Context: an optimization exercise on an open-source flow, tuned for small area and a short achievable clock period. The choices shown serve that exercise and are no tape-out recipe. The RTL was checked by simulation tests, not by an equivalence proof against the original design.

Design fft_top, start of the top module:
module fft_top (
	input wire clk,
	input wire rst_n,
	input wire stb,
	input wire sop_in,
	input wire [15:0] x_re,
	input wire [15:0] x_im,
	output wire valid_out,
	output wire sop_out,
	output wire [15:0] y_re,
	output wire [15:0] y_im
);
For scale: about 2700 cells after synthesis, ~720 flip-flops, about 70 I/O pins, ~30000 um^2 of cells after synthesis.
export LEC_CHECK = 0
export CAP_MARGIN = 20
export CORE_MARGIN = 2
export CORE_UTILIZATION = 40
export CTS_CLUSTER_DIAMETER = 100
export CTS_CLUSTER_SIZE = 26
export SETUP_SLACK_MARGIN = 5
export SLEW_MARGIN = 20
create_clock -name core_clock -period 8.0 [get_ports {clk}]
run.sh (not shown) runs the stock make flow with config.mk's settings and CLKGATE_MAP_FILE= SYNTH_SCRIPT=/design/flow/synth_recipe.tcl, a recipe that flattens the netlist after the stock synthesis.
Next try:
--- a/flow/design.v
+++ b/flow/design.v
@@ -75,43 +75,34 @@
 				m <= idx + 3'd1;
 			end
 			ph <= {ph[11:1], ph0};
 			vo <= |ph[12:5];
 			so <= ph[5];
 		end
 	end
-	reg [7:1] pc;
-	reg p0c, lsc, x2c, hec;
-	always @(posedge clk) begin
-		pc <= {ph[6:1], ph0};
-		p0c <= acc & (idx == 3'd7);
-		lsc <= acc | ph0;
-		x2c <= idx[2];
-		hec <= acc & idx[2] & ~(idx[1] & idx[0]);
-	end
 	assign valid_out = vo;
 	assign sop_out = so;
 	reg [15:0] xr, xi;
 	always @(posedge clk) begin
 		xr <= x_re;
 		xi <= x_im;
 	end
 	reg [63:0] lo_r, lo_i;
 	reg [47:0] hi_r, hi_i;
 	reg [15:0] p1r, p1i, f1r, f1i;
 	reg w2;
-	wire lo_sh = lsc;
-	wire bq = p0c | pc[1] | pc[2] | pc[3];
-	wire sp_h1 = p0c;
-	wire sp_h2 = pc[3];
+	wire lo_sh = xv | ph[1];
+	wire bq = ph0 | ph[1] | ph[2] | ph[3];
+	wire sp_h1 = ph0;
+	wire sp_h2 = ph[3];
 	wire sp_l2 = lo_sh & ~bq;
 	wire sp_l3 = ~(sp_h1 | sp_h2 | sp_l2);
-	wire sf_b = p0c;
-	wire sf_l = pc[1] | pc[2];
-	wire sf_h = pc[3];
+	wire sf_b = ph0;
+	wire sf_l = ph[1] | ph[2];
+	wire sf_h = ph[3];
 	wire sf_x = ~bq;
 	always @(posedge clk) begin
 		p1r <= ({16{sp_h1}} & hi_r[16 +: 16]) | ({16{sp_h2}} & hi_r[32 +: 16]) |
 			({16{sp_l2}} & lo_r[32 +: 16]) | ({16{sp_l3}} & lo_r[48 +: 16]);
 		p1i <= ({16{sp_h1}} & hi_i[16 +: 16]) | ({16{sp_h2}} & hi_i[32 +: 16]) |
 			({16{sp_l2}} & lo_i[32 +: 16]) | ({16{sp_l3}} & lo_i[48 +: 16]);
 		f1r <= ({16{sf_b}} & b1i) | ({16{sf_l}} & lo_r[16 +: 16]) |
@@ -126,34 +117,34 @@
 	wire [16:0] di = {p1i[15], p1i} + ~{f1i[15], f1i} + {16'd0, ~w2};
 	wire [15:0] a1r = {sr[16], sr[14:0]};
 	wire [15:0] b1r = {dr[16], dr[14:0]};
 	wire [15:0] a1i = {si[16], si[14:0]};
 	wire [15:0] b1i = {di[16], di[14:0]};
 	always @(posedge clk) begin
 		if (lo_sh) begin
-			lo_r <= {lo_r[47:0], x2c ? a1r : xr};
-			lo_i <= {lo_i[47:0], x2c ? a1i : xi};
+			lo_r <= {lo_r[47:0], xm[2] ? a1r : xr};
+			lo_i <= {lo_i[47:0], xm[2] ? a1i : xi};
 		end
 	end
 	always @(posedge clk) begin
-		if (hec) begin
+		if (xv & xm[2] & ~(xm[1] & xm[0])) begin
 			hi_r <= {hi_r[31:0], b1r};
 			hi_i <= {hi_i[31:0], b1i};
 		end
 	end
 	reg [31:0] al_r, al_i;
 	reg [63:0] bl_r, bl_i;
 	always @(posedge clk) begin
 		al_r <= {al_r[15:0], a1r};
 		al_i <= {al_i[15:0], a1i};
 	end
-	wire t2 = pc[2];
-	wire t3 = pc[3];
-	wire t4 = pc[4];
-	wire t5 = pc[5];
+	wire t2 = ph[2];
+	wire t3 = ph[3];
+	wire t4 = ph[4];
+	wire t5 = ph[5];
 	wire [15:0] tqr = ({16{t2}} & al_r[0 +: 16]) | ({16{t3}} & ~al_r[16 +: 16]) |
 		({16{t4}} & bl_r[32 +: 16]) | ({16{t5}} & ~bl_r[48 +: 16]);
 	wire [15:0] tqi = ({16{t2}} & al_i[0 +: 16]) | ({16{t3}} & al_i[16 +: 16]) |
 		({16{t4}} & bl_i[32 +: 16]) | ({16{t5}} & bl_i[48 +: 16]);
 	reg [16:0] tx;
 	always @(posedge clk) begin
 		tx <= {tqi[15], tqi} + {tqr[15], tqr} + {16'd0, t3 | t5};
@@ -176,31 +167,31 @@
 		hf <= fx;
 		hn <= mn;
 	end
 	reg [15:0] p2r, p2i;
 	reg [16:0] f2r, f2i;
 	reg crb, cia, cib;
 	reg cc;
-	wire c4 = pc[4];
-	wire c5 = pc[5];
-	wire c6 = pc[6];
-	wire c7 = pc[7];
+	wire c4 = ph[4];
+	wire c5 = ph[5];
+	wire c6 = ph[6];
+	wire c7 = ph[7];
 	always @(posedge clk) begin
 		p2r <= ({16{c4}} & al_r[16 +: 16]) | ({16{c5}} & al_r[0 +: 16]) |
 			({16{c6}} & bl_r[48 +: 16]) | ({16{c7}} & bl_r[32 +: 16]);
 		p2i <= ({16{c4}} & al_i[16 +: 16]) | ({16{c5}} & al_i[0 +: 16]) |
 			({16{c6}} & bl_i[48 +: 16]) | ({16{c7}} & bl_i[32 +: 16]);
 		f2r <= ({17{c4}} & {al_r[15], al_r[0 +: 16]}) | ({17{c5}} & hf) |
 			({17{c6}} & {bl_i[47], bl_i[32 +: 16]}) | ({17{c7}} & fx);
 		f2i <= ({17{c4}} & {al_i[15], al_i[0 +: 16]}) | ({17{c5}} & fx) |
 			({17{c6}} & ~{bl_r[47], bl_r[32 +: 16]}) | ({17{c7}} & ~hf);
 		crb <= c4 | c6 | (c5 & ~hn) | (c7 & ~mn);
 		cia <= c6 | (c7 & ~hn);
 		cib <= c4 | (c5 & ~mn);
-		cc <= pc[4] | pc[5] | pc[6] | pc[7];
+		cc <= ph[4] | ph[5] | ph[6] | ph[7];
 	end
 	wire [17:0] e2r = {{2{p2r[15]}}, p2r};
 	wire [17:0] e2i = {{2{p2i[15]}}, p2i};
 	wire [17:0] g2r = {f2r[16], f2r};
 	wire [17:0] g2i = {f2i[16], f2i};
 	wire [17:0] ar = e2r + g2r;
 	wire [17:0] br = e2r + ~g2r + {17'd0, crb};
Outcome: The changed run completed with no timing, DRC or antenna violations; critical path depth falls by 3; design area goes up slightly; core utilization stays flat; area after synthesis increases slightly; cell count rises by a few percent; clock skew is about the same.

-- re-timing with driven ports --
No port has a modelled driver above. Below, the same layouts with a new extraction and two added sets of constraints. Step 1 sets driving cells, clkbuf_16 on the clock port and buf_2 on the other inputs (assumed; they add their load-dependent delay and slew). Step 2 adds t to the input delays and takes it off the output delays; t is the mean of the earliest and latest rising clock arrival at the registers after step 1. Input paths then give back, and output paths get back, about the clock's delay inside the block. Slacks: ideal / step 1 / step 2; pairs: ideal / step 1.
| run | t, ns | setup slack, ns | worst setup path at the end | slew at the worst register clock pin (ns) | worst data-port slew with drivers (ns) |
|---|---|---|---|---|---|
| the first run | 0.646 | 4.892 / 4.892 / 4.892 | register to register | 0.11 / 0.11 | 0.04 |
| the second run | 0.651 | 4.852 / 4.852 / 4.852 | register to register | 0.11 / 0.11 | 0.05 |
After both steps every run listed still meets setup and hold.
